Source: an optimization exercise on an open RTL-to-GDS flow (aim: small area and a short achievable clock period). Production flows keep margins and buffers that such runs may drop. RTL that was checked went through simulation tests only; none was proved equivalent to the original. For run 2, only the layout was checked, not whether the RTL still works. No activity file was given, so power comes from the tool's default toggle rates.

$ cat flow/config.mk
export PLATFORM = sky130hd
export DESIGN_NAME = data_mem_param
export DESIGN_NICKNAME = data_mem_param
export VERILOG_FILES = /design/flow/design.v
export SDC_FILE = /design/flow/constraint.sdc
export NUM_CORES = 4
export LEC_CHECK = 0
export CAP_MARGIN = 20
export CORE_MARGIN = 2
export CORE_UTILIZATION = 40
export SLEW_MARGIN = 20
$ cat flow/constraint.sdc
create_clock -name core_clock -period 4.0 [get_ports {Clk}]
set_input_delay 0.8000 -clock core_clock [delete_from_list [all_inputs] [get_ports {Clk}]]
set_output_delay 0.8000 -clock core_clock [all_outputs]
set_load 0.01 [all_outputs]
$ cat flow/design.v
module data_mem_param #(
  parameter int DW             = 8,
  parameter int AW             = 8,
  parameter int DEPTH          = 256,
  parameter int READ_LATENCY   = 1,
  parameter int CLEAR_ON_RESET = 1,
  parameter int SEED0_ADDR     = 16,
  parameter int SEED0_VAL      = 254,
  parameter int SEED1_ADDR     = 244,
  parameter int SEED1_VAL      = 5
) (
  input  logic          Clk,
  input  logic          Reset,
  input  logic          WriteEn,
  input  logic          ReadEn,
  input  logic [AW-1:0] DataAddress,
  input  logic [DW-1:0] DataIn,
  output logic [DW-1:0] DataOut,
  output logic          RdValid,
  output logic          Busy
);
  localparam int IW = (DEPTH > 1) ? $clog2(DEPTH) : 1;
  localparam logic [AW:0]   DEPTH_W  = DEPTH;
  localparam logic [AW:0]   LAST_PTR = DEPTH - 1;
  localparam logic [AW:0]   SEED0_A  = SEED0_ADDR;
  localparam logic [AW:0]   SEED1_A  = SEED1_ADDR;
  localparam logic [DW-1:0] SEED0_V  = DW'(SEED0_VAL);
  localparam logic [DW-1:0] SEED1_V  = DW'(SEED1_VAL);
  localparam bit SEED0_EN = (SEED0_ADDR >= 0) && (SEED0_ADDR < DEPTH);
  localparam bit SEED1_EN = (SEED1_ADDR >= 0) && (SEED1_ADDR < DEPTH);
  typedef enum logic {
    S_CLEAR = 1'b0,
    S_IDLE  = 1'b1
  } state_t;
  logic [DW-1:0] core [DEPTH];
  state_t        state_q, state_d;
  logic [AW:0]   clr_ptr, clr_ptr_d;
  logic          clr_we;
  logic [DW-1:0] clr_dat;
  logic          addr_ok;
  logic [IW-1:0] addr_idx;
  logic [IW-1:0] clr_idx;
  logic [DW-1:0] rd_word;
  assign addr_ok  = ({1'b0, DataAddress} < DEPTH_W);
  assign addr_idx = DataAddress[IW-1:0];
  assign clr_idx  = clr_ptr[IW-1:0];
  assign rd_word  = addr_ok ? core[addr_idx] : '0;
  assign Busy     = (state_q == S_CLEAR);
  always_ff @(posedge Clk) begin
    if (Reset) begin
      state_q <= (CLEAR_ON_RESET != 0) ? S_CLEAR : S_IDLE;
      clr_ptr <= '0;
    end else begin
      state_q <= state_d;
      clr_ptr <= clr_ptr_d;
    end
  end
  always_comb begin
    state_d   = state_q;
    clr_ptr_d = clr_ptr;
    clr_we    = 1'b0;
    clr_dat   = '0;
    case (state_q)
      S_CLEAR: begin
        clr_we    = 1'b1;
        clr_ptr_d = clr_ptr + 1'b1;
        if (SEED0_EN && (clr_ptr == SEED0_A)) begin
          clr_dat = SEED0_V;
        end else if (SEED1_EN && (clr_ptr == SEED1_A)) begin
          clr_dat = SEED1_V;
        end
        if (clr_ptr == LAST_PTR) begin
          state_d = S_IDLE;
        end
      end
      default: ;
    endcase
  end
  always_ff @(posedge Clk) begin
    if (!Reset) begin
      if (clr_we) begin
        core[clr_idx] <= clr_dat;
      end else if ((state_q == S_IDLE) && WriteEn && addr_ok) begin
        core[addr_idx] <= DataIn;
      end
    end
  end
  generate
    if (READ_LATENCY == 0) begin : g_comb_rd
      wire unused_rden = ReadEn;
      assign DataOut = Busy ? '0 : rd_word;
      assign RdValid = ~Busy;
    end else begin : g_reg_rd
      logic [DW-1:0] dout_q;
      logic          rdv_q;
      always_ff @(posedge Clk) begin
        if (Reset) begin
          dout_q <= '0;
          rdv_q  <= 1'b0;
        end else if ((state_q == S_IDLE) && ReadEn) begin
          dout_q <= rd_word;
          rdv_q  <= 1'b1;
        end else begin
          rdv_q  <= 1'b0;
        end
      end
      assign DataOut = dout_q;
      assign RdValid = rdv_q;
    end
  endgenerate
endmodule
$ cat flow/run.sh
#!/bin/bash
# synth_recipe.tcl (not shown) runs the flow's synth.tcl, then flattens the netlist and writes it again
# the make line also repeats each setting of config.mk as NAME=value (left out here)
make -C /OpenROAD-flow-scripts/flow DESIGN_CONFIG=/design/flow/config.mk WORK_HOME=/design/flow/orfs CLKGATE_MAP_FILE= SYNTH_SCRIPT=/design/flow/synth_recipe.tcl finish
==> qor.csv, run 1 <==
stage,metric,value,unit
die,Placement Rows,164,
sta,final count of hold timing violations,0,
sta,Min Hold Slack,0.4898,ns
power_and_ir_drop,total power draw,0.04426,W
clock_tree,TritonCTS Buffers,207,
setup_path,r2r worst-path depth,6,
die,die height,452.9,um
die,I/O pin count,30,
sta,Final period util,87.70,%
detailed_routing,DR DRC count,0,
global_route,first-pass GRT wire length,303400,um
layout,FF/Latch Area,0.06188,mm2
synthesis,Synth warnings,1,
placed_design,RD Place Congestion,0.8957,
clock_tree,Setup Buffers After CTS,0,
setup_path,critical path's largest stage delay,0.77,ns
global_route,vias in the first global route,41550,
sta,maximum clock frequency,0.2851,GHz
clock_tree,Root Driver,clkbuf_16,
setup_path,worst-path cell chain,"clkdlybuf4s50_1, buf_12, or3_1, buf_4, a2111oi_0, nor4_1, o211ai_1, o32ai_1",
layout,"most common cell after layout, fill and taps aside",edfxtp_1,
synthesis,sequential fraction of the synthesis area,76.77,%
detailed_routing,drt total wl,211300,um
sta,# setup viols final,0,
detailed_routing,vias,41490,
layout,# nets final,4458,
setup_path,Worst setup EP type,flip-flop,
global_route,total gr overflow,0,
synthesis,Post-Syn Area,0.08060,mm2
die,die area,0.2051,mm2
run,max_cap viols,0,
layout,most frequent cells in the layout,"edfxtp_1 (2,048), buf_4 (462), mux4_2 (432)",
global_route,largest net degree at the start of global routing,117,
sta,worst slew pin tran,1.162,ns
global_route,initial antenna violation count,4,
global_route,GRT Total Usage,20.55,%
layout,filler instances,16400,
setup_path,worst-path maximum fanout,15,
setup_path,crit path max-delay cell type,clkdlybuf4s50_1,
synthesis,predominant post-synthesis flop cell,edfxtp_1,
clock_tree,PostCTS Resize Cnt,0,
clock_tree,clk slew on worst S/H paths,0.07,ns
synthesis,Post-Syn Instances,3896,
power_and_ir_drop,Power Density,467.6,mW/mm2
clock_tree,Worst-Skew Late Latency,0.86,ns
synthesis,ys async rst share,0,%
clock_tree,htree depth,4,
synthesis,Synthesized Nets,3919,
synthesis,"Distinct cells, synth",54,
synthesis,"flops & latches, synth",2067,
clock_tree,CTS Hold Bufs,0,
detailed_routing,drt pass-1 iters,5,
outcome,status,finished clean,
clock_tree,deepest clock path buffer count,3,
hold_path,Hold WC Path Type,reg -> reg,
layout,area occupied by multi-input gates,0.01735,mm2
layout,Layout area overhead,17.43,%
synthesis,number of flops mapped to enable cells by yosys,2048,
placed_design,Buffers on Ports,29,
power_and_ir_drop,VDD IR max,0.3825,mV
setup_path,CP arrival,4.23,ns
detailed_routing,Routed WL per cell,29.10,um
setup_path,kind of critical path,in -> reg,
sta,RSZ-0062 raised after global routing,no,
sta,Clock Skew,0.06309,ns
clock_tree,TritonCTS clock tree,yes,
detailed_routing,vias per inst,5.712,
setup_path,required time worst endpoint,4.72,ns
sta,minimum clock period,3.508,ns
die,starting density of the core,40.29,%
sta,Max Slew Vio Count,0,
layout,share of cells above drive strength 1,29.05,%
die,area of the core,0.2001,mm2
clock_tree,Sink Count,2067,
detailed_routing,1st-iter DRT viols,4958,
hold_path,Hold Path Stages,1,
synthesis,synthesized area per cell,20.69,um2
setup_path,internal reg-to-reg setup slack,0.81,ns
detailed_routing,number of routed nets with antenna violations,0,
placed_design,post-detail-place hpwl,138600,um
die,die width,452.9,um
setup_path,Setup crit start kind,primary input,
sta,worst rel slew slack,22.51,%
power_and_ir_drop,leakage,30.67,nW
flip-flops by register name, indices dropped and copies added, names as in the netlist:
register	cells
core	2048
clr_ptr	9
g_reg_rd.dout_q	8
g_reg_rd.rdv_q	1
state_q	1
per-stage QoR:
step                      utilization [%]  instances  setup slack (ns)  setup TNS [ns]  cell area [um2]
final                               47.31       7263            0.4919               0            94650
after global routing                47.31       7263            0.4713               0            94650
after CTS                           47.31       7262            0.5208               0            94650
after detailed placement            43.97       6882           -0.3595          -4.818            87980
after global placement              43.97       6882           -0.3679          -6.700            87970
after floorplan                         -       3896            -1.713        -3030.39            80660
worst max-delay path: cells and delay by family:
family | cells | cell delay (ns)
and+or+nand+nor | 2 | 1.07
AOI/OAI and AO/OA | 3 | 1.07
buffers and inverters | 3 | 1.26
cell type report:
class | instances | share of cell area [%]
multi-input combinational | 1573 | 18.33
timing repair buffer | 570 | 5.668
antenna | 1 | 0.002644
tap | 2656 | 3.511
inverter | 16 | 0.06477
clock inverter | 128 | 1.331
sequential | 2067 | 65.37
clock buffer | 252 | 5.718
routing by layer:
| layer | track usage (%) | routed length [um] | up-vias |
|---|---|---|---|
| met4 | 7.375 | 8044 | 4 |
| li1 | - | - | 17320 |
| met5 | 0 | 19 | - |
| met1 | 29.13 | 87320 | 22040 |
| met3 | 3.408 | 15770 | 374 |
| met2 | 32.19 | 100200 | 1751 |
Yosys cell counts (29+ instances only):
cell / instances / area, um2
a211oi_1: 38 / 285.3
a21oi_1: 41 / 205.2
a22o_1: 35 / 306.5
a22oi_1: 67 / 503.0
buf_2: 57 / 285.3
clkbuf_1: 104 / 390.4
edfxtp_1: 2048 / 61500
mux2i_1: 188 / 1882
mux4_2: 432 / 9729
nand2_1: 105 / 394.1
nand3_1: 30 / 150.1
nor2_1: 293 / 1100
o21ai_0: 29 / 145.1
o221ai_1: 39 / 341.6
o22ai_1: 43 / 269.0
worst paths after layout:
| check | from | endpoint |
|---|---|---|
| setup / recovery | DataAddress[5] | g_reg_rd.dout_q[2] |
| hold / removal | g_reg_rd.dout_q[4] | g_reg_rd.dout_q[4] |
| setup reg to reg | state_q | core[15][1] |
| hold reg to reg | g_reg_rd.dout_q[4] | g_reg_rd.dout_q[4] |
cells by family (layout without fill, tap and decap cells):
| logic type | after synthesis | in the layout | synth area share, % |
|---|---|---|---|
| flip-flops | 2067 | 2067 | 76.77 |
| multiplexers | 634 | 634 | 14.60 |
| AND/OR/NAND/NOR | 522 | 522 | 2.760 |
| AO/OA/AOI/OAI | 408 | 408 | 3.803 |
| buffers and inverters | 256 | 966 | 1.956 |
| XOR/XNOR | 6 | 6 | 0.06519 |
| adder cells (fa/ha/maj) | 3 | 3 | 0.04657 |
| other | 0 | 1 | 0 |
where the power goes:
part           switching [W]  total (W)  leakage, nW  internal (W)
Sequential        0.00000993     0.0235         18.9        0.0235
Combinational        0.00102    0.00176         8.55      0.000743
Clock                0.00822     0.0190         3.25        0.0108
==> run 2: changes to the inputs <==
==> flow/design.v (replaced) <==
module data_mem_param #(
  parameter int DW             = 8,
  parameter int AW             = 8,
  parameter int DEPTH          = 256,
  parameter int READ_LATENCY   = 1,
  parameter int CLEAR_ON_RESET = 1,
  parameter int SEED0_ADDR     = 16,
  parameter int SEED0_VAL      = 254,
  parameter int SEED1_ADDR     = 244,
  parameter int SEED1_VAL      = 5
) (
  input  logic          Clk,
  input  logic          Reset,
  input  logic          WriteEn,
  input  logic          ReadEn,
  input  logic [AW-1:0] DataAddress,
  input  logic [DW-1:0] DataIn,
  output logic [DW-1:0] DataOut,
  output logic          RdValid,
  output logic          Busy
);
  logic [DW-1:0] core [DEPTH];
  logic          busy_q;
  logic [AW-1:0] clr_ptr;
  always_ff @(posedge Clk) begin
    if (Reset) begin
      busy_q  <= 1'b1;
      clr_ptr <= '0;
    end else if (busy_q) begin
      clr_ptr <= clr_ptr + 1'b1;
      if (clr_ptr == AW'(DEPTH - 1)) busy_q <= 1'b0;
    end
  end
  assign Busy = busy_q;
  logic          wr_en;
  logic [AW-1:0] wr_addr;
  logic [DW-1:0] wr_data;
  logic [DW-1:0] clr_dat;
  always_comb begin
    clr_dat = '0;
    if (clr_ptr == AW'(SEED0_ADDR))      clr_dat = DW'(SEED0_VAL);
    else if (clr_ptr == AW'(SEED1_ADDR)) clr_dat = DW'(SEED1_VAL);
  end
  assign wr_en   = !Reset && (busy_q || WriteEn);
  assign wr_addr = busy_q ? clr_ptr : DataAddress;
  assign wr_data = busy_q ? clr_dat : DataIn;
  always_ff @(posedge Clk) begin
    if (wr_en) core[wr_addr] <= wr_data;
  end
  logic [DW-1:0] dout_q;
  logic          rdv_q;
  always_ff @(posedge Clk) begin
    if (Reset) begin
      dout_q <= '0;
      rdv_q  <= 1'b0;
    end else begin
      rdv_q <= !busy_q && ReadEn;
      if (!busy_q && ReadEn) dout_q <= core[DataAddress];
    end
  end
  assign DataOut = dout_q;
  assign RdValid = rdv_q;
endmodule
--- a/flow/config.mk
+++ b/flow/config.mk
@@ -6,6 +6,8 @@
 export NUM_CORES = 4
 export LEC_CHECK = 0
+export ABC_CLOCK_PERIOD_IN_PS = 2200
 export CAP_MARGIN = 20
 export CORE_MARGIN = 2
 export CORE_UTILIZATION = 40
+export SETUP_SLACK_MARGIN = 1.6
 export SLEW_MARGIN = 20
==> qor.csv, run 2 <==
stage,metric,value,unit,change
outcome,status,finished clean,,
sta,worst slew pin tran,0.6525,ns,-0.5098 ns
detailed_routing,uppermost layer routed,met4,,
detailed_routing,vias,43590,,+5.1%
die,starting density of the core,40.12,%,-0.17 points
synthesis,predominant post-synthesis flop cell,edfxtp_1,,
placed_design,Buffers on Ports,29,,unchanged
setup_path,Setup crit start kind,primary input,,
synthesis,"count leader, synth",edfxtp_1,,
clock_tree,TritonCTS Buffers,207,,unchanged
detailed_routing,DR DRC count,0,,unchanged
power_and_ir_drop,Power Density,456.1,mW/mm2,-2.5%
sta,maximum clock frequency,0.3896,GHz,+37%
sta,worst rel slew slack,56.16,%,+34 points
die,Placement Rows,165,,+0.61%
setup_path,CP arrival,3.36,ns,-0.87 ns
clock_tree,Sink Count,2066,,-0.048%
layout,filler instances,16350,,-0.32%
power_and_ir_drop,VDD IR max,0.4743,mV,+24%
synthesis,ys async rst share,0,%,unchanged
hold_path,Hold WC Path Type,reg -> reg,,
sta,final count of hold timing violations,0,,unchanged
sta,Min Hold Slack,0.5123,ns,+0.02256 ns
layout,# nets final,4737,,+6.3%
sta,Max Slew Vio Count,0,,unchanged
power_and_ir_drop,leakage,32.90,nW,+7.3%
synthesis,"flops & latches, synth",2066,,-0.048%
placed_design,post-detail-place hpwl,140000,um,+0.99%
die,die area,0.2057,mm2,+0.28%
setup_path,crit path max-delay cell type,o221ai_1,,
layout,"most common cell after layout, fill and taps aside",edfxtp_1,,
synthesis,leading area contributor after synthesis,edfxtp_1,,
sta,RSZ-0062 raised after global routing,yes,,
clock_tree,Worst-Skew Late Latency,0.85,ns,about the same
global_route,initial antenna violation count,10,,+6
sta,minimum clock period,2.567,ns,-0.9411 ns
sta,Clock Skew,0.05292,ns,-0.01017 ns
sta,Final period util,64.17,%,-24 points
clock_tree,Root Driver,clkbuf_16,,
setup_path,Worst setup EP type,flip-flop,,
clock_tree,TritonCTS clock tree,yes,,
detailed_routing,drt pass-1 iters,6,,+1
setup_path,worst path bufs/invs,4,,+1
setup_path,worst-path maximum fanout,24,,+9
setup_path,most numerous cell on the critical path,buf_4,,
detailed_routing,drt total wl,228700,um,+8.2%
die,die height,453.5,um,+0.14%
clock_tree,clk slew on worst S/H paths,0.06,ns,about the same
global_route,GRT Total Usage,21.47,%,+0.92 points
detailed_routing,1st-iter DRT viols,5758,,+16%
clock_tree,htree depth,4,,unchanged
synthesis,Synthesized Nets,4040,,+3.1%
detailed_routing,WL met2,110300,um,+10%
setup_path,critical path's largest stage delay,0.36,ns,-0.41 ns
setup_path,worst-path cell chain,"buf_16, or2_2, buf_4, buf_6, o221ai_1, nor3_1, nor4_1, nand2_1, a2111oi_4, buf_4, a211o_1",,
synthesis,Post-Syn Area,0.08083,mm2,+0.28%
synthesis,synth cell count leaders,"edfxtp_1 (2,048), mux4_2 (367), nor2_1 (306)",,
synthesis,top cell type's share of synthesized area,76.08,%,-0.21 points
layout,Layout area overhead,21.81,%,
sta,# setup viols final,0,,unchanged
detailed_routing,Routed WL per cell,30.22,um,+3.9%
layout,share of cells above drive strength 1,32.50,%,+3.5 points
global_route,first-pass GRT wire length,317000,um,+4.5%
setup_path,kind of critical path,in -> reg,,
die,area of the core,0.2015,mm2,+0.71%
layout,most frequent cells in the layout,"edfxtp_1 (2,048), buf_4 (531), mux4_2 (373)",,
detailed_routing,number of routed nets with antenna violations,0,,unchanged
synthesis,leading post-synthesis cells by cell area,"edfxtp_1 (76%), mux4_2 (10%), mux2i_1 (3.7%)",,
setup_path,"Largest delay share family, worst path",simple AND/OR/NAND/NOR gates,,
die,I/O pin count,30,,unchanged
detailed_routing,DRT met1 WL,90970,um,+4.2%
synthesis,Post-Syn Instances,4018,,+3.1%
synthesis,sequential fraction of the synthesis area,76.53,%,-0.24 points
detailed_routing,met3 wire length,19260,um,+22%
sta,final worst slack,1.433,ns,+0.9411 ns
synthesis,synthesized area per cell,20.12,um2,-2.8%
detailed_routing,vias per inst,5.760,,+0.84%
layout,max FFs per register,2048,,unchanged
synthesis,number of flops mapped to enable cells by yosys,2048,,unchanged
global_route,largest net degree at the start of global routing,133,,+14%
placed_design,dpl ws,-0.1483,ns,+0.2111 ns
synthesis,Synth warnings,1,,unchanged
setup_path,required time worst endpoint,4.79,ns,+0.07 ns
global_route,vias in the first global route,42820,,+3.1%
layout,largest registers,"core (2048), clr_ptr (8), dout_q (8)",,
global_route,total gr overflow,0,,unchanged
clock_tree,deepest clock path buffer count,3,,unchanged
synthesis,"Distinct cells, synth",65,,+20%
placed_design,RD Place Congestion,0.8849,,-1.2%
layout,largest register by flop count,core,,
die,die width,453.5,um,+0.14%
run,max_cap viols,0,,unchanged
-- run 2: tightest hold or removal path: stages, from the launching register on --
cell     delay, ns
dfxtp_2       0.35
nand2_1       0.07
a21oi_1       0.06
-- run 2: timing repair --
action	in CTS	in global routing
hold buffers	0	0
resized for setup	300	143
gates cloned	18	22
pin swaps	24	32
buffers inserted	48	65
endpoints found under the setup margin	3968	1628
-- run 2: worst paths after layout --
path	end	startpoint	slack, ns	cells past startpoint
worst max-delay path	dout_q[2]	DataAddress[1]	1.43	11
worst min register to register	clr_ptr[0]	clr_ptr[0]	0.51	2
worst min-delay path	clr_ptr[0]	clr_ptr[0]	0.51	2
worst max register to register	core[157][3]	clr_ptr[1]	1.53	8
-- run 2: power breakdown --
group	internal [W]	switching, W	total, W
clock	0.0110	0.00832	0.0193
combinational	0.000954	0.00120	0.00216
sequential	0.0234	0.0000100	0.0235
-- run 2: stage by stage --
step                total power [W]  setup TNS [ns]  cell area, um2  util, %  std cells
floorplan                   0.02503          -9.420           80930        -       4018
global placement            0.02573         -0.2903           87850    43.60       7025
detailed placement          0.02573         -0.2187           87850    43.60       7025
CTS                         0.04504               0           96810    48.05       7477
global route                0.04611               0           98460    48.86       7567
finish                      0.04491               0           98460    48.87       7568
-- run 2: final cells by class --
type                       instances  area, um2  share of cell area [%]
antenna                            4      10.01                 0.01017
clock buffer                     269       5535                   5.622
clock inverter                   117       1271                   1.291
inverter                          13      76.32                 0.07752
multi-input combinational       1701      18620                   18.91
sequential                      2066      61890                   62.85
tap                             2672       3343                   3.395
timing repair buffer             726       7717                   7.838
-- run 2: kinds of logic (layout without fill, tap and decap cells) --
logic type      after synthesis  in the layout  share of synthesized area [%]
other cells                   0              4                              0
xor+xnor                      5              5                        0.05419
fa+ha+maj                     2              2                        0.03095
mux                         698            698                          14.78
flops                      2066           2066                          76.53
buf+inv                     254           1125                          1.953
compound gates              431            434                          3.710
simple gates                562            562                          2.943
-- run 2: per-layer routing --
metal  GRT usage [%]  up-vias
met4           7.101        0
met5               0        -
met3           3.693      402
met1           29.75    23010
met2           34.56     2092
li1                -    18090
==> run 3: changes to the inputs <==
--- a/flow/design.v
+++ b/flow/design.v
@@ -21,6 +21,8 @@
 );
   logic [DW-1:0] core [DEPTH];
-  logic          busy_q;
+  logic          busy_q, busy_o_q;
   logic [AW-1:0] clr_ptr;
+  logic          clr_last;
+  assign clr_last = (clr_ptr == AW'(DEPTH - 1));
   always_ff @(posedge Clk) begin
     if (Reset) begin
@@ -29,8 +31,12 @@
     end else if (busy_q) begin
       clr_ptr <= clr_ptr + 1'b1;
-      if (clr_ptr == AW'(DEPTH - 1)) busy_q <= 1'b0;
+      if (clr_last) busy_q <= 1'b0;
     end
   end
-  assign Busy = busy_q;
+  always_ff @(posedge Clk) begin
+    if (Reset)                     busy_o_q <= 1'b1;
+    else if (busy_o_q && clr_last) busy_o_q <= 1'b0;
+  end
+  assign Busy = busy_o_q;
   logic          wr_en;
   logic [AW-1:0] wr_addr;
--- a/flow/config.mk
+++ b/flow/config.mk
@@ -6,8 +6,8 @@
 export NUM_CORES = 4
 export LEC_CHECK = 0
-export ABC_CLOCK_PERIOD_IN_PS = 2200
+export ABC_CLOCK_PERIOD_IN_PS = 2000
 export CAP_MARGIN = 20
 export CORE_MARGIN = 2
-export CORE_UTILIZATION = 40
-export SETUP_SLACK_MARGIN = 1.6
+export CORE_UTILIZATION = 60
+export SETUP_SLACK_MARGIN = 1.7
 export SLEW_MARGIN = 20
==> qor.csv, run 3 <==
stage,metric,value,unit,change
outcome,status,finished clean,,
synthesis,synth cell count leaders,"edfxtp_1 (2,048), mux4_2 (367), nor2_1 (306)",,
clock_tree,TritonCTS clock tree,yes,,
sta,worst slew pin tran,0.9255,ns,+0.2730 ns
die,starting density of the core,60.56,%,+20 points
setup_path,kind of critical path,in -> reg,,
detailed_routing,drt pass-1 iters,5,,-1
detailed_routing,vias,43800,,+0.47%
sta,maximum clock frequency,0.3939,GHz,+1.1%
setup_path,critical path's largest stage delay,0.75,ns,+0.39 ns
die,I/O pin count,30,,unchanged
die,Placement Rows,134,,-19%
clock_tree,clk slew on worst S/H paths,0.06,ns,about the same
run,max_cap viols,0,,unchanged
die,area of the core,0.1336,mm2,-34%
synthesis,top cell type's share of synthesized area,76.00,%,-0.086 points
detailed_routing,vias per inst,6.657,,+16%
setup_path,crit path max-delay cell type,nor2_1,,
clock_tree,Worst-Skew Late Latency,0.83,ns,-0.02 ns
setup_path,worst path bufs/invs,2,,-2
detailed_routing,drt total wl,222000,um,-2.9%
setup_path,CP Depth,8,,-3
global_route,vias in the first global route,43050,,+0.52%
synthesis,leading area contributor after synthesis,edfxtp_1,,
synthesis,Post-Syn Instances,4020,,+0.050%
sta,Max Slew Vio Count,0,,unchanged
synthesis,sequential fraction of the synthesis area,76.47,%,about the same
die,die height,371.2,um,-18%
die,die area,0.1378,mm2,-33%
layout,most frequent cells in the layout,"edfxtp_1 (2,048), buf_4 (472), mux4_2 (368)",,
layout,# nets final,4667,,-1.5%
placed_design,dpl cells,6076,,-14%
synthesis,leading post-synthesis cells by cell area,"edfxtp_1 (76%), mux4_2 (10%), mux2i_1 (3.7%)",,
die,die width,371.2,um,-18%
setup_path,Setup crit start kind,primary input,,
placed_design,post-detail-place hpwl,136200,um,-2.7%
layout,max FFs per register,2048,,unchanged
synthesis,Synthesized Nets,4042,,+0.050%
clock_tree,CTS Hold Bufs,0,,unchanged
setup_path,worst-path cell chain,"buf_12, buf_6, nor2_1, a22oi_1, nand3_1, nand3_2, nor3_4, a211o_1",,
global_route,first-pass GRT wire length,311100,um,-1.8%
synthesis,ys async rst share,0,%,unchanged
clock_tree,TritonCTS Buffers,201,,-2.9%
synthesis,"flops & latches, synth",2067,,+0.048%
layout,largest registers,"core (2048), clr_ptr (8), dout_q (8)",,
sta,worst rel slew slack,38.07,%,-18 points
sta,Clock Skew,0.02547,ns,-0.02745 ns
detailed_routing,1st-iter DRT viols,6387,,+11%
global_route,GRT Total Usage,32.25,%,+11 points
sta,final count of hold timing violations,0,,unchanged
hold_path,Hold Path Stages,1,,-1
setup_path,required time worst endpoint,4.77,ns,-0.02 ns
synthesis,Post-Syn Area,0.08092,mm2,+0.11%
global_route,total gr overflow,0,,unchanged
layout,share of cells above drive strength 1,33.42,%,+0.91 points
detailed_routing,number of routed nets with antenna violations,0,,unchanged
clock_tree,Root Driver,clkbuf_16,,
synthesis,predominant post-synthesis flop cell,edfxtp_1,,
setup_path,"Largest delay share family, worst path",simple AND/OR/NAND/NOR gates,,
layout,Layout area overhead,19.95,%,
layout,fin cells,6579,,-13%
clock_tree,deepest clock path buffer count,3,,unchanged
clock_tree,Sink Count,2067,,+0.048%
sta,minimum clock period,2.539,ns,-0.02794 ns
layout,largest register by flop count,core,,
detailed_routing,DR DRC count,0,,unchanged
global_route,largest net degree at the start of global routing,89,,-33%
global_route,initial antenna violation count,12,,+2
detailed_routing,Routed WL per cell,33.75,um,+12%
power_and_ir_drop,VDD IR max,0.4833,mV,+1.9%
setup_path,r2r worst-path depth,9,,+1
sta,# setup viols final,0,,unchanged
placed_design,RD Place Congestion,0.9003,,+1.7%
synthesis,synthesized area per cell,20.13,um2,about the same
setup_path,CP arrival,3.31,ns,-0.05 ns
layout,area occupied by multi-input gates,0.01942,mm2,+4.3%
layout,filler instances,7810,,-52%
sta,Final period util,63.48,%,-0.70 points
layout,FF/Latch Area,0.06191,mm2,about the same
sta,Setup TNS,0,ns,unchanged
synthesis,"count leader, synth",edfxtp_1,,
power_and_ir_drop,Power Density,456.3,mW/mm2,about the same
placed_design,Buffers on Ports,29,,unchanged
setup_path,worst-path maximum fanout,26,,+8.3%
power_and_ir_drop,leakage,32.33,nW,-1.7%
setup_path,Worst setup EP type,flip-flop,,
layout,"most common cell after layout, fill and taps aside",edfxtp_1,,
power_and_ir_drop,total power draw,0.04429,W,-1.4%
clock_tree,htree depth,4,,unchanged
hold_path,Hold WC Path Type,reg -> reg,,
synthesis,Synth warnings,1,,unchanged
synthesis,number of flops mapped to enable cells by yosys,2048,,unchanged
sta,RSZ-0062 raised after global routing,yes,,
synthesis,"Distinct cells, synth",68,,+4.6%
run 3: cell types whose count changed after synthesis, sizes merged:
cell,change
nor2b,-1
and2b,+1
buf,+4
dfxtp,+1
clkbuf,-4
a21o,+1
run 3: layer usage:
metal,GRT usage (%),wire [um],up-vias
li1,-,-,17950
met1,48.10,87860,22970
met2,49.38,104400,2515
met3,6.461,23590,362
met4,9.086,6250,0
met5,0,0,-
run 3: path summary, 6_finish.rpt:
check                 start         to  slack (ns)
min                busy_o_q   busy_o_q        0.45
max reg2reg          busy_q  dout_q[3]        1.48
max          DataAddress[2]  dout_q[3]        1.46
min reg2reg        busy_o_q   busy_o_q        0.45
run 3: layout make-up:
cell class | count | share of cell area, %
Antenna cell | 2 | 0.005156
Clock buffer | 254 | 5.463
Clock inverter | 113 | 1.186
Inverter | 13 | 0.05672
Multi-Input combinational cell | 1704 | 20.01
Sequential cell | 2067 | 63.79
Tap cell | 1768 | 2.279
Timing Repair Buffer | 658 | 7.215
run 3: stage by stage:
step                      hold WS [ns]  setup slack, ns  instance area (um2)  util, %
after floorplan                 0.4818         -0.03679                81000        -
after global placement          0.4367          -0.3216                86290    64.58
after detailed placement        0.4401          -0.1108                86290    64.58
after CTS                       0.4489            1.530                95640    71.57
after global routing            0.4811            1.502                97060    72.64
final                           0.4496            1.461                97060    72.64
run 3: power by group:
| part | total [W] | internal [W] | switching, W | leakage (nW) |
|---|---|---|---|---|
| clock network | 0.0186 | 0.0108 | 0.00787 | 3.13 |
| registers | 0.0235 | 0.0234 | 0.0000104 | 19.1 |
| logic | 0.00220 | 0.000968 | 0.00123 | 10.1 |
| total | 0.0443 | 0.0352 | 0.00911 | 32.3 |
run 3: what timing repair did:
action                     4_1_cts  5_1_grt
buffers inserted                58       44
cloned                          22       10
setup endpoints to repair     4081     1209
gates resized for setup        479      157
pin swaps                       38       13
run 3: worst reg2reg max path, delay by kind of cell (launching register included):
family | cells | cell delay [ns]
flops | 1 | 0.36
buf+inv | 3 | 0.63
simple gates | 4 | 1.17
compound gates | 2 | 0.32
run 3: kinds of logic after synthesis:
group           after synthesis  synth area share (%)
compound gates              432                 3.717
xor+xnor                      5               0.05413
fa+ha+maj                     2               0.03092
buf+inv                     254                 2.025
flops                      2067                 76.47
mux                         698                 14.76
simple gates                562                 2.942
==> run 4: changes to the inputs <==
--- a/flow/design.v
+++ b/flow/design.v
@@ -1,2 +1,22 @@
+module dm_dec #(parameter int W = 3) (
+  input  logic [W-1:0]    a,
+  output logic [2**W-1:0] y
+);
+  always_comb for (int i = 0; i < 2**W; i++) y[i] = (a == W'(i));
+endmodule
+module dm_mux4 (
+  input  logic [3:0] d,
+  input  logic [1:0] s,
+  output logic       y
+);
+  assign y = d[s];
+endmodule
+module dm_aor #(parameter int N = 8) (
+  input  logic [N-1:0] d,
+  input  logic [N-1:0] s,
+  output logic         y
+);
+  assign y = |(d & s);
+endmodule
 module data_mem_param #(
   parameter int DW             = 8,
@@ -54,4 +74,26 @@
     if (wr_en) core[wr_addr] <= wr_data;
   end
+  localparam int NG = DEPTH / 4;
+  logic [7:0]    s_a, s_b;
+  logic [NG-1:0] s_hi;
+  logic [NG-1:0] grp [DW];
+  logic [7:0]    part [DW];
+  logic [DW-1:0] rd_word;
+  dm_dec #(.W(3)) u_dec_a (.a(DataAddress[4:2]), .y(s_a));
+  dm_dec #(.W(3)) u_dec_b (.a(DataAddress[7:5]), .y(s_b));
+  for (genvar g = 0; g < NG; g++) begin : g_sel
+    assign s_hi[g] = s_a[g % 8] & s_b[g / 8];
+  end
+  for (genvar b = 0; b < DW; b++) begin : g_bit
+    for (genvar g = 0; g < NG; g++) begin : g_grp
+      dm_mux4 u_l1 (
+        .d({core[4*g+3][b], core[4*g+2][b], core[4*g+1][b], core[4*g][b]}),
+        .s(DataAddress[1:0]), .y(grp[b][g]));
+    end
+    for (genvar k = 0; k < 8; k++) begin : g_part
+      dm_aor #(.N(8)) u_l2 (.d(grp[b][8*k +: 8]), .s(s_hi[8*k +: 8]), .y(part[b][k]));
+    end
+    assign rd_word[b] = |part[b];
+  end
   logic [DW-1:0] dout_q;
   logic          rdv_q;
@@ -62,5 +104,5 @@
     end else begin
       rdv_q <= !busy_q && ReadEn;
-      if (!busy_q && ReadEn) dout_q <= core[DataAddress];
+      if (!busy_q && ReadEn) dout_q <= rd_word;
     end
   end
--- a/flow/config.mk
+++ b/flow/config.mk
@@ -6,8 +6,12 @@
 export NUM_CORES = 4
 export LEC_CHECK = 0
-export ABC_CLOCK_PERIOD_IN_PS = 2000
+export ABC_CLOCK_PERIOD_IN_PS = 1800
 export CAP_MARGIN = 20
 export CORE_MARGIN = 2
 export CORE_UTILIZATION = 60
+export CTS_CLUSTER_DIAMETER = 100
+export CTS_CLUSTER_SIZE = 30
 export SETUP_SLACK_MARGIN = 1.7
 export SLEW_MARGIN = 20
+export SYNTH_HIERARCHICAL = 1
+export SYNTH_MINIMUM_KEEP_SIZE = 0
==> qor.csv, run 4 <==
stage,metric,value,unit,change
outcome,status,finished clean,,
layout,"most common cell after layout, fill and taps aside",edfxtp_1,,
global_route,initial antenna violation count,10,,-2
sta,Max Slew Vio Count,0,,unchanged
synthesis,predominant post-synthesis flop cell,edfxtp_1,,
clock_tree,Root Driver,clkbuf_16,,
die,I/O pin count,30,,unchanged
die,die height,367.8,um,-0.93%
sta,Final period util,67.66,%,+4.2 points
synthesis,leading area contributor after synthesis,edfxtp_1,,
power_and_ir_drop,Pint,0.02808,W,-20%
die,die area,0.1353,mm2,-1.9%
synthesis,"flops & latches, synth",2067,,unchanged
synthesis,Synthesized Nets,3514,,-13%
setup_path,Worst setup EP type,flip-flop,,
setup_path,critical path's largest stage delay,0.60,ns,-0.15 ns
detailed_routing,1st-iter DRT viols,6579,,+3.0%
layout,Layout area overhead,16.80,%,
synthesis,ys async rst share,0,%,unchanged
die,starting density of the core,60.40,%,-0.16 points
setup_path,crit path max-delay cell type,mux4_2,,
sta,final worst slack,1.294,ns,-0.1673 ns
layout,share of cells above drive strength 1,38.93,%,+5.5 points
power_and_ir_drop,part of the power in registers,66.2,%,+13 points
layout,# nets final,4178,,-10%
detailed_routing,vias,42310,,-3.4%
power_and_ir_drop,Net Sw Power,0.007282,W,-20%
layout,fin cells,5947,,-9.6%
clock_tree,clk slew on worst S/H paths,0.12,ns,+0.06 ns
detailed_routing,drt total wl,221600,um,-0.21%
layout,largest registers,"core (2048), clr_ptr (8), dout_q (8)",,
synthesis,top cell type's share of synthesized area,77.45,%,+1.5 points
global_route,GRT Total Usage,33.06,%,+0.81 points
synthesis,synth cell count leaders,"edfxtp_1 (2,048), mux4_2 (512), a22oi_1 (256)",,
hold_path,Hold WC Path Type,reg -> reg,,
synthesis,"Distinct cells, synth",51,,-25%
sta,# setup viols final,0,,unchanged
detailed_routing,DR DRC count,0,,unchanged
sta,final count of hold timing violations,0,,unchanged
sta,Clock Skew,0.04568,ns,+0.02021 ns
setup_path,most numerous cell on the critical path,buf_12,,
setup_path,Setup crit start kind,primary input,,
sta,minimum clock period,2.706,ns,+0.1673 ns
power_and_ir_drop,Power Density,381.3,mW/mm2,-16%
layout,most frequent cells in the layout,"edfxtp_1 (2,048), mux4_2 (512), buf_4 (499)",,
setup_path,required time worst endpoint,4.63,ns,-0.14 ns
synthesis,number of flops mapped to enable cells by yosys,2048,,unchanged
clock_tree,TritonCTS clock tree,yes,,
setup_path,worst-path maximum fanout,7,,-73%
clock_tree,Sink Count,2067,,unchanged
synthesis,Synth warnings,10,,+9
sta,maximum clock frequency,0.3695,GHz,-6.2%
sta,RSZ-0062 raised after global routing,yes,,
detailed_routing,drt pass-1 iters,6,,+1
layout,largest register by flop count,core,,
clock_tree,htree depth,3,,-1
global_route,vias in the first global route,41570,,-3.4%
layout,FF/Latch Area,0.06193,mm2,about the same
synthesis,sequential fraction of the synthesis area,77.93,%,+1.5 points
setup_path,"Largest delay share family, worst path",simple AND/OR/NAND/NOR gates,,
detailed_routing,number of routed nets with antenna violations,0,,unchanged
setup_path,kind of critical path,in -> reg,,
placed_design,post-detail-place hpwl,135000,um,-0.86%
placed_design,dpl cells,5647,,-7.1%
sta,worst rel slew slack,27.57,%,-11 points
die,die width,367.8,um,-0.93%
run,max_cap viols,0,,unchanged
power_and_ir_drop,leakage,29.51,nW,-8.7%
power_and_ir_drop,Comb power frac,5.6,%,+0.6 points
placed_design,Buffers on Ports,29,,unchanged
detailed_routing,Routed WL per cell,37.26,um,+10%
synthesis,synthesized area per cell,22.74,um2,+13%
synthesis,Post-Syn Area,0.07940,mm2,-1.9%
global_route,largest net degree at the start of global routing,89,,unchanged
clock_tree,CTS Hold Bufs,0,,unchanged
layout,filler instances,7939,,+1.7%
power_and_ir_drop,switch share,20.59,%,about the same
die,Placement Rows,133,,-0.75%
sta,worst slew pin tran,1.075,ns,+0.1497 ns
die,area of the core,0.1315,mm2,-1.6%
detailed_routing,vias per inst,7.115,,+6.9%
power_and_ir_drop,VDD IR max,0.3969,mV,-18%
layout,area occupied by multi-input gates,0.01918,mm2,-1.2%
global_route,total gr overflow,0,,unchanged
synthesis,"count leader, synth",edfxtp_1,,
setup_path,worst-path cell chain,"buf_16, buf_8, buf_12, buf_12, mux4_2, a22oi_2, nand4_1, nor4_4, buf_4, a311oi_1",,
synthesis,leading post-synthesis cells by cell area,"edfxtp_1 (77%), mux4_2 (15%), a22oi_1 (2.4%)",,
clock_tree,deepest clock path buffer count,3,,unchanged
power_and_ir_drop,Clock Power Share,28.2,%,-14 points
setup_path,worst path bufs/invs,5,,+3
clock_tree,Worst-Skew Late Latency,0.75,ns,-0.08 ns
layout,max FFs per register,2048,,unchanged
global_route,first-pass GRT wire length,312900,um,+0.56%
placed_design,RD Place Congestion,0.9976,,+11%
placed_design,dpl ws,-0.3995,ns,-0.2887 ns
synthesis,Post-Syn Instances,3492,,-13%
clock_tree,TritonCTS Buffers,78,,-61%
setup_path,CP arrival,3.34,ns,+0.03 ns
run 4: worst paths after layout:
kind,to,slack (ns),start,cells past startpoint
max,dout_q[2],1.29,DataAddress[0],10
min,busy_o_q,0.52,busy_o_q,1
max reg2reg,dout_q[6],1.51,core[170][6],6
min reg2reg,busy_o_q,0.52,busy_o_q,1
run 4: power groups by stage:
stage | Sequential (W) | Clock [W] | Combinational (W)
after global placement | 0.0239 | 0 | 0.00159
after floorplan | 0.0239 | 0 | 0.000691
after global routing | 0.0234 | 0.0107 | 0.00202
final | 0.0234 | 0.00996 | 0.00198
after detailed placement | 0.0239 | 0 | 0.00159
after CTS | 0.0234 | 0.0101 | 0.00185
run 4: cells by family (layout without fill, tap and decap cells):
family / after synthesis / in the layout / synth area share (%)
flops: 2067 / 2067 / 77.93
mux: 514 / 514 / 14.55
simple gates: 493 / 496 / 3.935
compound gates: 299 / 301 / 2.811
buf+inv: 113 / 800 / 0.6981
xor+xnor: 4 / 4 / 0.04413
fa+ha+maj: 2 / 2 / 0.03151
other cells: 0 / 8 / 0
run 4: per-stage QoR:
step	area [um2]	hold slack [ns]	total power [W]	utilization, %	setup TNS (ns)
finish	92740	0.5211	0.03536	70.54	0
global route	92720	0.5387	0.03620	70.53	0
CTS	91510	0.5309	0.03538	69.61	0
detailed placement	86290	0.5685	0.02552	65.64	-1.769
global placement	86200	0.5647	0.02552	65.57	-1.694
floorplan	79530	0.4973	0.02461	-	-90.65
run 4: Yosys stat by module, one instance, submodules excluded, a selection:
module          flops+latches  cells inside  copies in the design
data_mem_param           2067          2644                     1
dm_mux4                     0             1                   512
run 4: layer usage:
metal	up-vias	GRT usage (%)	part of all wire, %
met4	12	11.94	4.0
met3	452	7.359	12
met1	22370	47.39	36
met2	2744	51.07	48
met5	-	0	0.036
li1	16730	-	-
run 4: timing repair:
action                     in CTS  in global routing
pin swaps                     102                 58
buffers inserted               99                 54
gates cloned                   27                  4
setup endpoints to repair    3902               1503
gates resized for setup       309                161
run 4: layout make-up:
type / instances / area share (%)
flip-flops and latches: 2067 / 66.78
clock buffers: 104 / 2.302
diodes: 8 / 0.02159
multi-input cells: 1317 / 20.69
repair buffers: 681 / 7.759
inverters: 11 / 0.04452
well taps: 1755 / 2.368
clock inverters: 4 / 0.04182
==> run 5: changes to the inputs <==
--- a/flow/design.v
+++ b/flow/design.v
@@ -11,4 +11,10 @@
 );
   assign y = d[s];
+endmodule
+module dm_nor2 (
+  input  logic a, b,
+  output logic y
+);
+  assign y = ~(a | b);
 endmodule
 module dm_aor #(parameter int N = 8) (
@@ -71,6 +77,19 @@
   assign wr_addr = busy_q ? clr_ptr : DataAddress;
   assign wr_data = busy_q ? clr_dat : DataIn;
-  always_ff @(posedge Clk) begin
-    if (wr_en) core[wr_addr] <= wr_data;
+  logic [15:0] row_n, col_n;
+  always_comb begin
+    for (int i = 0; i < 16; i++) begin
+      row_n[i] = !(wr_en && (wr_addr[7:4] == 4'(i)));
+      col_n[i] = !(wr_addr[3:0] == 4'(i));
+    end
+  end
+  for (genvar w = 0; w < DEPTH; w++) begin : g_word
+    logic          we;
+    logic [DW-1:0] q;
+    dm_nor2 u_we (.a(row_n[w / 16]), .b(col_n[w % 16]), .y(we));
+    always_ff @(posedge Clk) begin
+      if (we) q <= wr_data;
+    end
+    assign core[w] = q;
   end
   localparam int NG = DEPTH / 4;
--- a/flow/config.mk
+++ b/flow/config.mk
@@ -7,5 +7,5 @@
 export LEC_CHECK = 0
 export ABC_CLOCK_PERIOD_IN_PS = 1800
-export CAP_MARGIN = 20
+export CAP_MARGIN = 10
 export CORE_MARGIN = 2
 export CORE_UTILIZATION = 60
@@ -13,5 +13,5 @@
 export CTS_CLUSTER_SIZE = 30
 export SETUP_SLACK_MARGIN = 1.7
-export SLEW_MARGIN = 20
+export SLEW_MARGIN = 10
 export SYNTH_HIERARCHICAL = 1
 export SYNTH_MINIMUM_KEEP_SIZE = 0
==> qor.csv, run 5 <==
stage,metric,value,unit,change
layout,largest registers,"g_word.q (2048), clr_ptr (8), dout_q (8)",,
sta,Max Slew Vio Count,0,,unchanged
power_and_ir_drop,VDD IR max,0.3745,mV,-5.6%
setup_path,required time worst endpoint,4.59,ns,-0.04 ns
synthesis,number of flops mapped to enable cells by yosys,2048,,unchanged
synthesis,synthesized area per cell,22.95,um2,+0.93%
detailed_routing,vias,39750,,-6.1%
clock_tree,Sink Count,2067,,unchanged
setup_path,kind of critical path,in -> reg,,
power_and_ir_drop,leakage,28.54,nW,-3.3%
detailed_routing,DR DRC count,0,,unchanged
synthesis,synth cell count leaders,"edfxtp_1 (2,048), mux4_2 (512), nor2_1 (266)",,
setup_path,Worst setup EP type,flip-flop,,
synthesis,leading post-synthesis cells by cell area,"edfxtp_1 (79%), mux4_2 (15%), a22oi_1 (2.5%)",,
global_route,initial antenna violation count,12,,+2
clock_tree,TritonCTS clock tree,yes,,
clock_tree,Worst-Skew Late Latency,0.75,ns,about the same
synthesis,top cell type's share of synthesized area,78.61,%,+1.2 points
sta,Min Hold Slack,0.4874,ns,-0.03377 ns
layout,Layout area overhead,15.97,%,
hold_path,Hold WC Path Type,reg -> reg,,
layout,largest register by flop count,g_word.q,,
clock_tree,deepest clock path buffer count,3,,unchanged
global_route,largest net degree at the start of global routing,149,,+67%
placed_design,RD Place Congestion,0.9794,,-1.8%
synthesis,"flops & latches, synth",2067,,unchanged
synthesis,Synth warnings,12,,+2
layout,fin cells,5877,,-1.2%
global_route,total gr overflow,0,,unchanged
placed_design,Placed Area,0.08515,mm2,-1.3%
die,I/O pin count,30,,unchanged
setup_path,worst-path maximum fanout,8,,+1
clock_tree,CTS Hold Bufs,0,,unchanged
layout,share of cells above drive strength 1,35.07,%,-3.9 points
power_and_ir_drop,Power Density,386.0,mW/mm2,+1.2%
global_route,vias in the first global route,39790,,-4.3%
die,die width,365.1,um,-0.73%
detailed_routing,1st-iter DRT viols,5333,,-19%
sta,final count of hold timing violations,0,,unchanged
synthesis,leading area contributor after synthesis,edfxtp_1,,
die,Placement Rows,132,,-0.75%
synthesis,predominant post-synthesis flop cell,edfxtp_1,,
detailed_routing,drt total wl,203600,um,-8.1%
die,area of the core,0.1295,mm2,-1.5%
sta,Setup TNS,0,ns,unchanged
clock_tree,Root Driver,clkbuf_16,,
layout,max FFs per register,2048,,unchanged
setup_path,Setup crit start kind,primary input,,
outcome,status,finished clean,,
synthesis,"count leader, synth",edfxtp_1,,
layout,filler instances,7966,,+0.34%
clock_tree,TritonCTS Buffers,79,,+1.3%
synthesis,Post-Syn Area,0.07824,mm2,-1.5%
clock_tree,htree depth,3,,unchanged
sta,# setup viols final,0,,unchanged
sta,minimum clock period,2.758,ns,+0.05144 ns
global_route,GRT Total Usage,30.88,%,-2.2 points
detailed_routing,drt pass-1 iters,8,,+2
die,die height,365.1,um,-0.73%
setup_path,crit path from,DataAddress[0],,
run,max_cap viols,0,,unchanged
setup_path,r2r worst-path depth,6,,unchanged
sta,RSZ-0062 raised after global routing,yes,,
placed_design,dpl cells,5661,,+0.25%
detailed_routing,number of routed nets with antenna violations,0,,unchanged
sta,Final period util,68.94,%,+1.3 points
detailed_routing,vias per inst,6.764,,-4.9%
synthesis,ys async rst share,0,%,unchanged
hold_path,Hold Path Stages,1,,unchanged
hold_path,HP Start,busy_o_q,,
setup_path,Reg-to-Reg Start,g_word[87].q[6],,
detailed_routing,Routed WL per cell,34.65,um,-7.0%
synthesis,Post-Syn Instances,3409,,-2.4%
synthesis,sequential fraction of the synthesis area,79.09,%,+1.2 points
clock_tree,clk slew on worst S/H paths,0.12,ns,about the same
layout,most frequent cells in the layout,"edfxtp_1 (2,048), mux4_2 (512), buf_4 (389)",,
layout,Finished Cell Area,0.09073,mm2,-2.2%
die,starting density of the core,60.42,%,about the same
layout,# nets final,4131,,-1.1%
layout,number of diodes,0,,-8
setup_path,CP arrival,3.35,ns,about the same
sta,worst rel slew slack,18.98,%,-8.6 points
layout,final core occ,70.07,%,-0.47 points
placed_design,Buffers on Ports,29,,unchanged
die,die area,0.1333,mm2,-1.5%
layout,"most common cell after layout, fill and taps aside",edfxtp_1,,
sta,maximum clock frequency,0.3626,GHz,-1.9%
placed_design,post-detail-place hpwl,129300,um,-4.2%
sta,Clock Skew,0.04181,ns,-0.003870 ns
sta,worst slew pin tran,1.213,ns,+0.1376 ns
synthesis,"Distinct cells, synth",47,,-7.8%
synthesis,Synthesized Nets,3431,,-2.4%
global_route,first-pass GRT wire length,288300,um,-7.9%
==> run 5: cell count changes after synthesis, moves of 8 or more <==
cell      delta
buf_2       -68
a311oi_1     -8
clkbuf_1    -17
nor3_1      -48
nor2_1     +240
and3b_1     -11
nand3_1      +9
nand2_1     +29
nor4_1     -199
==> run 5: critical path, stage by stage <==
cell,delay (ns)
buf_16,0.16
buf_16,0.18
buf_4,0.17
mux4_2,0.51
a22oi_2,0.28
nand4_1,0.39
nor4_4,0.57
buf_4,0.19
a31oi_1,0.07
==> run 5: cells by family after synthesis <==
kind of cell	count (synthesis)	share of synthesized area [%]
muxes	516	14.79
DFF	2067	79.09
buffers and inverters	26	0.1487
and+or+nand+nor	493	3.032
xor gates and xnor gates	3	0.03359
AOI/OAI and AO/OA	302	2.866
adders and majority gates	2	0.03198
==> run 5: worst paths after layout <==
check / slack [ns] / to
max: 1.24 / dout_q[5]
min: 0.49 / busy_o_q
max reg2reg: 1.38 / dout_q[6]
min reg2reg: 0.49 / busy_o_q
==> run 5: Yosys stat by module (local to each module, per instance), excerpt <==
module | area (um2) | cells inside | flops+latches
data_mem_param | 63290 | 2305 | 2067
dm_mux4 | 22.52 | 1 | 0
dm_nor2 | 3.754 | 1 | 0
==> run 5: layer usage <==
layer / GRT usage [%] / up-vias / part of all wire [%]
met3: 4.576 / 353 / 8.9
met4: 12.00 / 8 / 4.2
li1: - / 16140 / -
met1: 43.11 / 21190 / 37
met5: 0 / - / 0.027
met2: 50.28 / 2054 / 50
==> run 5: cell type report <==
| class | count | area (um2) | area share [%] |
|---|---|---|---|
| flip-flops and latches | 2067 | 61890 | 68.22 |
| well taps | 1742 | 2180 | 2.402 |
| clock inverters | 10 | 126.4 | 0.1393 |
| inverters | 15 | 101.3 | 0.1117 |
| multi-input cells | 1320 | 17680 | 19.48 |
| repair buffers | 626 | 6685 | 7.368 |
| clock buffers | 97 | 2066 | 2.277 |
==> run 5: through the flow <==
step	total power (W)	worst slack, ns
floorplan	0.02454	0.1868
global placement	0.02536	-0.4557
detailed placement	0.02537	-0.4939
CTS	0.03514	1.381
global route	0.03594	1.299
finish	0.03502	1.242
==> run 5: where the power goes <==
group          switching, W  leakage, nW  internal (W)
logic              0.000892         8.61      0.000763
registers         0.0000120         18.9        0.0234
clock network       0.00618         1.07       0.00375
total               0.00709         28.5        0.0279
==> run 5: what timing repair did <==
| item | CTS | global route |
|---|---|---|
| setup endpoints to repair | 4013 | 2840 |
| resized for setup | 232 | 286 |
| pin swaps | 39 | 36 |
| cloned | 18 | 8 |
| setup buffers | 65 | 18 |
==> run 6: changes to the inputs <==
--- a/flow/design.v
+++ b/flow/design.v
@@ -17,4 +17,10 @@
 );
   assign y = ~(a | b);
+endmodule
+module dm_nand4 (
+  input  logic a, b, c, d,
+  output logic y
+);
+  assign y = ~(a & b & c & d);
 endmodule
 module dm_aor #(parameter int N = 8) (
@@ -113,5 +119,9 @@
       dm_aor #(.N(8)) u_l2 (.d(grp[b][8*k +: 8]), .s(s_hi[8*k +: 8]), .y(part[b][k]));
     end
-    assign rd_word[b] = |part[b];
+    logic [3:0] pair_n;
+    for (genvar k = 0; k < 4; k++) begin : g_pair
+      dm_nor2 u_or (.a(part[b][2*k]), .b(part[b][2*k+1]), .y(pair_n[k]));
+    end
+    dm_nand4 u_or4 (.a(pair_n[0]), .b(pair_n[1]), .c(pair_n[2]), .d(pair_n[3]), .y(rd_word[b]));
   end
   logic [DW-1:0] dout_q;
--- a/flow/config.mk
+++ b/flow/config.mk
@@ -11,5 +11,5 @@
 export CORE_UTILIZATION = 60
 export CTS_CLUSTER_DIAMETER = 100
-export CTS_CLUSTER_SIZE = 30
+export CTS_CLUSTER_SIZE = 25
 export SETUP_SLACK_MARGIN = 1.7
 export SLEW_MARGIN = 10
==> qor.csv, run 6 <==
stage,metric,value,unit,change
die,area of the core,0.1295,mm2,unchanged
sta,Setup TNS,0,ns,unchanged
power_and_ir_drop,Power Density,392.5,mW/mm2,+1.7%
hold_path,Hold WC Path Type,reg -> reg,,
synthesis,compound-cell area share of the yosys netlist,2.793,%,-0.073 points
hold_path,hold path endpoint,busy_o_q,,
setup_path,kind of critical path,in -> reg,,
sta,final count of hold timing violations,0,,unchanged
hold_path,HP Start,busy_o_q,,
synthesis,number of flops mapped to enable cells by yosys,2048,,unchanged
clock_tree,Sink Count,2067,,unchanged
sta,worst rel slew slack,37.59,%,+19 points
detailed_routing,vias,40080,,+0.84%
die,I/O pin count,30,,unchanged
sta,maximum clock frequency,0.3841,GHz,+5.9%
synthesis,post-synthesis adder-cell area fraction,0.03195,%,-0.000033 points
clock_tree,clk slew on worst S/H paths,0.11,ns,about the same
setup_path,internal reg-to-reg setup slack,1.49,ns,+0.11 ns
global_route,initial antenna violation count,14,,+2
sta,Final period util,65.09,%,-3.8 points
placed_design,Buffers on Ports,29,,unchanged
layout,max FFs per register,2048,,unchanged
global_route,vias in the first global route,38950,,-2.1%
synthesis,Synthesized Nets,3468,,+1.1%
layout,Layout area overhead,16.41,%,
die,Placement Rows,132,,unchanged
synthesis,mux contribution to synthesized area,14.78,%,-0.015 points
outcome,status,finished clean,,
clock_tree,Root Driver,clkbuf_16,,
synthesis,synth cell count leaders,"edfxtp_1 (2,048), mux4_2 (512), nor2_1 (300)",,
clock_tree,htree depth,3,,unchanged
sta,Max Slew Vio Count,0,,unchanged
synthesis,ys async rst share,0,%,unchanged
detailed_routing,vias per inst,6.774,,+0.16%
layout,largest registers,"g_word.q (2048), clr_ptr (8), dout_q (8)",,
synthesis,"Distinct cells, synth",43,,-8.5%
synthesis,leading area contributor after synthesis,edfxtp_1,,
die,starting density of the core,60.48,%,+0.062 points
synthesis,sequential fraction of the synthesis area,79.01,%,-0.081 points
layout,largest register by flop count,g_word.q,,
detailed_routing,Routed WL per cell,34.55,um,-0.29%
synthesis,predominant post-synthesis flop cell,edfxtp_1,,
sta,# setup viols final,0,,unchanged
sta,RSZ-0062 raised after global routing,yes,,
placed_design,RD Place Congestion,0.9319,,-4.8%
synthesis,Synth Area in Simple Gates,3.198,%,+0.17 points
die,die height,365.3,um,about the same
detailed_routing,1st-iter DRT viols,6031,,+13%
setup_path,worst reg2reg endpoint,g_word[114].q[6],,
hold_path,Hold Path Stages,1,,unchanged
placed_design,Placed Area,0.08469,mm2,-0.54%
detailed_routing,DR DRC count,0,,unchanged
placed_design,post-detail-place hpwl,124500,um,-3.8%
detailed_routing,drt pass-1 iters,7,,-1
setup_path,CP arrival,3.22,ns,-0.13 ns
setup_path,Worst setup EP type,flip-flop,,
setup_path,r2r worst-path depth,6,,unchanged
setup_path,worst-path maximum fanout,8,,unchanged
synthesis,"count leader, synth",edfxtp_1,,
clock_tree,TritonCTS clock tree,yes,,
clock_tree,Worst-Skew Late Latency,0.73,ns,-0.02 ns
synthesis,Post-Syn Area,0.07832,mm2,+0.10%
power_and_ir_drop,leakage,28.71,nW,+0.60%
run,max_cap viols,0,,unchanged
synthesis,Post-Syn Instances,3446,,+1.1%
setup_path,Setup crit start kind,primary input,,
synthesis,top cell type's share of synthesized area,78.53,%,-0.080 points
global_route,largest net degree at the start of global routing,139,,-6.7%
layout,share of cells above drive strength 1,36.05,%,+0.99 points
global_route,GRT Total Usage,30.23,%,-0.65 points
die,die width,365.3,um,about the same
setup_path,required time worst endpoint,4.61,ns,+0.02 ns
setup_path,Reg-to-Reg Start,busy_q,,
detailed_routing,drt total wl,204400,um,+0.39%
sta,worst slew pin tran,0.9326,ns,-0.2801 ns
layout,# nets final,4152,,+0.51%
synthesis,"flops & latches, synth",2067,,unchanged
clock_tree,CTS Hold Bufs,0,,unchanged
clock_tree,deepest clock path buffer count,3,,unchanged
power_and_ir_drop,VDD IR max,0.4459,mV,+19%
synthesis,synthesized area per cell,22.73,um2,-0.97%
sta,minimum clock period,2.604,ns,-0.1539 ns
global_route,total gr overflow,0,,unchanged
synthesis,largest family of logic cells by synthesized area,multiplexers,,
synthesis,leading post-synthesis cells by cell area,"edfxtp_1 (79%), mux4_2 (15%), a22oi_1 (2.5%)",,
layout,most frequent cells in the layout,"edfxtp_1 (2,048), mux4_2 (512), buf_4 (375)",,
sta,Min Hold Slack,0.4848,ns,-0.002524 ns
clock_tree,TritonCTS Buffers,92,,+16%
layout,"most common cell after layout, fill and taps aside",edfxtp_1,,
sta,Clock Skew,0.02820,ns,-0.01361 ns
global_route,first-pass GRT wire length,282100,um,-2.2%
synthesis,Synth warnings,12,,unchanged
die,die area,0.1334,mm2,+0.10%
detailed_routing,number of routed nets with antenna violations,0,,unchanged
synthesis,xor/xnor share of the synthesized area,0.03355,%,-0.000034 points
layout,Finished Cell Area,0.09116,mm2,+0.48%
[run 6: metrics by stage]
| stage | utilization [%] | setup WS (ns) | power (W) | cells |
|---|---|---|---|---|
| 3_5_place_dp | 65.40 | -0.3666 | 0.02533 | 5636 |
| 4_1_cts | 69.21 | 1.440 | 0.03592 | 5836 |
| 3_3_place_gp | 65.38 | -0.3916 | 0.02533 | 5634 |
| 2_1_floorplan | - | 0.1868 | 0.02455 | 3446 |
| 6_report | 70.41 | 1.396 | 0.03578 | 5917 |
| 5_1_grt | 70.39 | 1.368 | 0.03671 | 5911 |
[run 6: area by class of cell]
| cell class | instances | area (um2) |
|---|---|---|
| Inverter | 14 | 97.59 |
| Fill cell | 7875 | 38320 |
| Clock inverter | 1 | 8.758 |
| Tap cell | 1742 | 2180 |
| Clock buffer | 132 | 2559 |
| Multi-Input combinational cell | 1353 | 17870 |
| Sequential cell | 2067 | 61910 |
| Timing Repair Buffer | 602 | 6519 |
| Antenna cell | 6 | 15.01 |
[run 6: critical path, stage by stage]
cell and delay [ns]:
buf_16 0.21, buf_16 0.18, buf_4 0.19, mux4_2 0.55, a22oi_2 0.26, nand4_1 0.27
nor2_4 0.39, nand4_1 0.16, nand2_1 0.13, a21oi_2 0.06
[run 6: worst max path at each step]
stage | startpoint | to | slack, ns | depth (start not counted)
final | DataAddress[0] | dout_q[6] | 1.40 | 10
after global routing | DataAddress[6] | g_word[113].q[2] | 1.37 | 9
after CTS | DataAddress[0] | dout_q[6] | 1.44 | 10
after detailed placement | DataAddress[0] | dout_q[6] | -0.37 | 10
after global placement | DataAddress[2] | dout_q[7] | -0.39 | 9
after floorplan | clr_ptr[6] | g_word[0].q[2] | 0.19 | 4
[run 6: cell families (layout without fill, tap and decap cells)]
| logic type | count (synthesis) | in the layout |
|---|---|---|
| mux | 516 | 516 |
| flops | 2067 | 2067 |
| fa+ha+maj | 2 | 2 |
| buf+inv | 27 | 749 |
| simple gates | 536 | 536 |
| xor+xnor | 3 | 3 |
| compound gates | 295 | 296 |
| other cells | 0 | 6 |
[run 6: Yosys stat by module (local to each module, per instance), a selection]
module,flops+latches,area [um2],cells inside,times used
dm_nor2,0,3.754,1,288
data_mem_param,2067,63200,2302,1
dm_nand4,0,6.256,1,8
dm_mux4,0,22.52,1,512
[run 6: layer usage]
| metal | GRT usage [%] | routed length (um) |
|---|---|---|
| met4 | 7.456 | 5150 |
| met5 | 0 | 153 |
| met1 | 45.20 | 79920 |
| met2 | 47.30 | 98260 |
| met3 | 5.620 | 20930 |
[run 6: timing repair]
action                      CTS  global route
setup buffers                50            57
gates cloned                 17            18
pin swaps                    83            47
gates resized for setup     417           195
setup endpoints to repair  4114          2578
[run 6: power breakdown]
| group | switching (W) | total [W] | internal [W] |
|---|---|---|---|
| sequential | 0.0000101 | 0.0234 | 0.0234 |
| combinational | 0.000903 | 0.00165 | 0.000751 |
| clock | 0.00624 | 0.0107 | 0.00446 |
==> run 7: changes to the inputs <==
==> flow/flow/run.sh (new file) <==
#!/bin/bash
# Layout flow: the standard synthesis unchanged, then the standard ORFS
# steps, except that the ports are buffered with plain buffers (buf_8) rather
# than the delay cells buffer_ports picks by default, and the resizer may not
# use delay cells as buffers.
# Each step's full output goes to a log of its own in this folder
# (ORFS also keeps per-step logs under orfs/logs/).
set -euo pipefail
bash standard.sh synth > synth.log 2>&1
export BUFFER_PORTS_ARGS="-buffer_cell sky130_fd_sc_hd__buf_8"
export DONT_USE_CELLS="sky130_fd_sc_hd__clkdlybuf4s15_1 sky130_fd_sc_hd__clkdlybuf4s15_2 sky130_fd_sc_hd__clkdlybuf4s18_1 sky130_fd_sc_hd__clkdlybuf4s18_2 sky130_fd_sc_hd__clkdlybuf4s25_1 sky130_fd_sc_hd__clkdlybuf4s25_2 sky130_fd_sc_hd__clkdlybuf4s50_1 sky130_fd_sc_hd__clkdlybuf4s50_2"
bash standard.sh floorplan > floorplan.log 2>&1
bash standard.sh place > place.log 2>&1
bash standard.sh cts > cts.log 2>&1
bash standard.sh route > route.log 2>&1
bash standard.sh finish > finish.log 2>&1
==> flow/standard.sh (new file) <==
#!/bin/bash
# synth_recipe.tcl (not shown) runs the flow's synth.tcl, then flattens the netlist and writes it again
# the make line also repeats each setting of config.mk as NAME=value (left out here)
make -C /OpenROAD-flow-scripts/flow DESIGN_CONFIG=/design/flow/config.mk WORK_HOME=/design/flow/orfs CLKGATE_MAP_FILE= SYNTH_SCRIPT=/design/flow/synth_recipe.tcl "${@:-finish}"
removed: flow/run.sh
==> qor.csv, run 7 <==
stage,metric,value,unit,change
sta,final count of hold timing violations,0,,unchanged
sta,minimum clock period,2.480,ns,-0.1237 ns
setup_path,crit path max-delay cell type,mux4_2,,
power_and_ir_drop,leakage,28.78,nW,+0.23%
power_and_ir_drop,Power Density,393.9,mW/mm2,+0.35%
die,die width,365.3,um,unchanged
synthesis,predominant post-synthesis flop cell,edfxtp_1,,
setup_path,Setup crit start kind,primary input,,
detailed_routing,number of routed nets with antenna violations,0,,unchanged
power_and_ir_drop,VDD IR max,0.4929,mV,+11%
clock_tree,Root Driver,clkbuf_16,,
detailed_routing,1st-iter DRT viols,5822,,-3.5%
detailed_routing,vias per inst,6.765,,-0.13%
layout,max FFs per register,2048,,unchanged
layout,share of cells above drive strength 1,34.49,%,-1.6 points
detailed_routing,Routed WL per cell,34.56,um,about the same
global_route,largest net degree at the start of global routing,161,,+16%
sta,worst slew pin tran,0.8546,ns,-0.07797 ns
placed_design,Placed Area,0.08485,mm2,+0.19%
sta,RSZ-0062 raised after global routing,yes,,
global_route,vias in the first global route,39290,,+0.86%
layout,"most common cell after layout, fill and taps aside",edfxtp_1,,
placed_design,Buffers on Ports,29,,unchanged
synthesis,Synthesized Nets,3468,,unchanged
setup_path,worst-path cell chain,"buf_16, buf_16, buf_6, mux4_2, a22oi_2, nand4_1, nor2_4, nand4_1, nand2_1, a21oi_1",,
setup_path,"Largest delay share family, worst path",simple AND/OR/NAND/NOR gates,,
synthesis,"flops & latches, synth",2067,,unchanged
die,die area,0.1334,mm2,unchanged
synthesis,leading post-synthesis cells by cell area,"edfxtp_1 (79%), mux4_2 (15%), a22oi_1 (2.5%)",,
power_and_ir_drop,total power draw,0.03583,W,+0.14%
layout,largest registers,"g_word.q (2048), clr_ptr (8), dout_q (8)",,
sta,Max Slew Vio Count,0,,unchanged
clock_tree,htree depth,3,,unchanged
die,die height,365.3,um,unchanged
detailed_routing,vias,40060,,-0.067%
global_route,GRT Total Usage,30.63,%,+0.39 points
outcome,status,finished clean,,
setup_path,kind of critical path,in -> reg,,
synthesis,leading area contributor after synthesis,edfxtp_1,,
setup_path,worst path bufs/invs,3,,unchanged
clock_tree,deepest clock path buffer count,3,,unchanged
run,max_cap viols,0,,unchanged
layout,most frequent cells in the layout,"edfxtp_1 (2,048), mux4_2 (512), buf_4 (385)",,
synthesis,"Distinct cells, synth",43,,unchanged
detailed_routing,drt total wl,204600,um,+0.11%
placed_design,dpl cells,5643,,+0.12%
detailed_routing,DR DRC count,0,,unchanged
synthesis,Synth warnings,12,,unchanged
setup_path,Worst setup EP type,flip-flop,,
==> run 7: cell counts after synthesis <==
No cell type changed its count.
==> run 7: Yosys stat by module (local to each module, per instance), excerpt <==
module          flip-flops and latches  area, um2  copies in the design  cells inside
dm_nand4                             0      6.256                     8             1
dm_nor2                              0      3.754                   288             1
dm_mux4                              0      22.52                   512             1
data_mem_param                    2067      63200                     1          2302
==> run 7: worst paths after layout <==
path / from / endpoint / slack (ns) / cells past startpoint
min reg2reg: clr_ptr[0] / clr_ptr[0] / 0.55 / 2
max: DataAddress[0] / dout_q[2] / 1.52 / 10
min: Reset / dout_q[6] / 0.41 / 2
max reg2reg: busy_q / g_word[66].q[5] / 1.68 / 8
==> run 7: worst reg2reg max path: stages, from the launching register on <==
cell and delay, ns:
dfxtp_4 0.37, buf_8 0.16, or3b_4 0.41, a211oi_2 0.22, buf_4 0.20, nand2_4 0.10
bufbuf_16 0.31, nor2_1 0.11, buf_6 0.17
==> run 7: area by class of cell <==
| cell class | instances | area (um2) |
|---|---|---|
| well taps | 1742 | 2180 |
| repair buffers | 583 | 6613 |
| fillers | 7971 | 38510 |
| clock inverters | 3 | 26.28 |
| inverters | 14 | 97.59 |
| multi-input cells | 1354 | 17610 |
| flip-flops and latches | 2067 | 61890 |
| clock buffers | 148 | 2534 |
| diodes | 10 | 25.02 |
==> run 7: cell families (layout without fill, tap and decap cells) <==
logic type / count (synthesis) / after routing / share of synthesized area (%)
XOR/XNOR: 3 / 3 / 0.03356
buffers and inverters: 27 / 748 / 0.1518
flip-flops: 2067 / 2067 / 79.01
other: 0 / 10 / 0
adder cells (fa/ha/maj): 2 / 2 / 0.03195
multiplexers: 516 / 516 / 14.78
AND/OR/NAND/NOR: 536 / 536 / 3.198
AO/OA/AOI/OAI: 295 / 297 / 2.793
==> run 7: power breakdown <==
| group | total [W] | switching (W) | internal [W] |
|---|---|---|---|
| combinational | 0.00168 | 0.000880 | 0.000803 |
| sequential | 0.0234 | 0.0000103 | 0.0234 |
| clock | 0.0107 | 0.00633 | 0.00439 |
==> run 7: metal layers <==
| layer | GRT usage [%] | share of wire, % |
|---|---|---|
| met5 | 0 | 0.020 |
| met4 | 7.956 | 2.9 |
| met3 | 5.249 | 9.9 |
| met2 | 48.04 | 48 |
| met1 | 45.81 | 39 |
==> run 7: what timing repair did <==
item / in CTS / in global routing
endpoints found under the setup margin: 3986 / 2548
setup buffers: 35 / 44
pin swaps: 50 / 73
gates resized for setup: 271 / 176
cloned: 26 / 12
==> run 7: stage by stage <==
stage | util [%] | setup slack [ns]
2_1_floorplan | - | 0.1868
3_3_place_gp | 65.52 | -0.2294
3_5_place_dp | 65.53 | -0.2472
4_1_cts | 69.21 | 1.593
5_1_grt | 70.24 | 1.543
6_report | 70.26 | 1.520

Setup slack of run 7, layout unchanged: 1.520 ns with ideal ports, 1.187 ns with driving cells assumed (clock clkbuf_16, inputs buf_2), 0.380 ns with port delays also shifted by the 0.807 ns mid clock arrival.
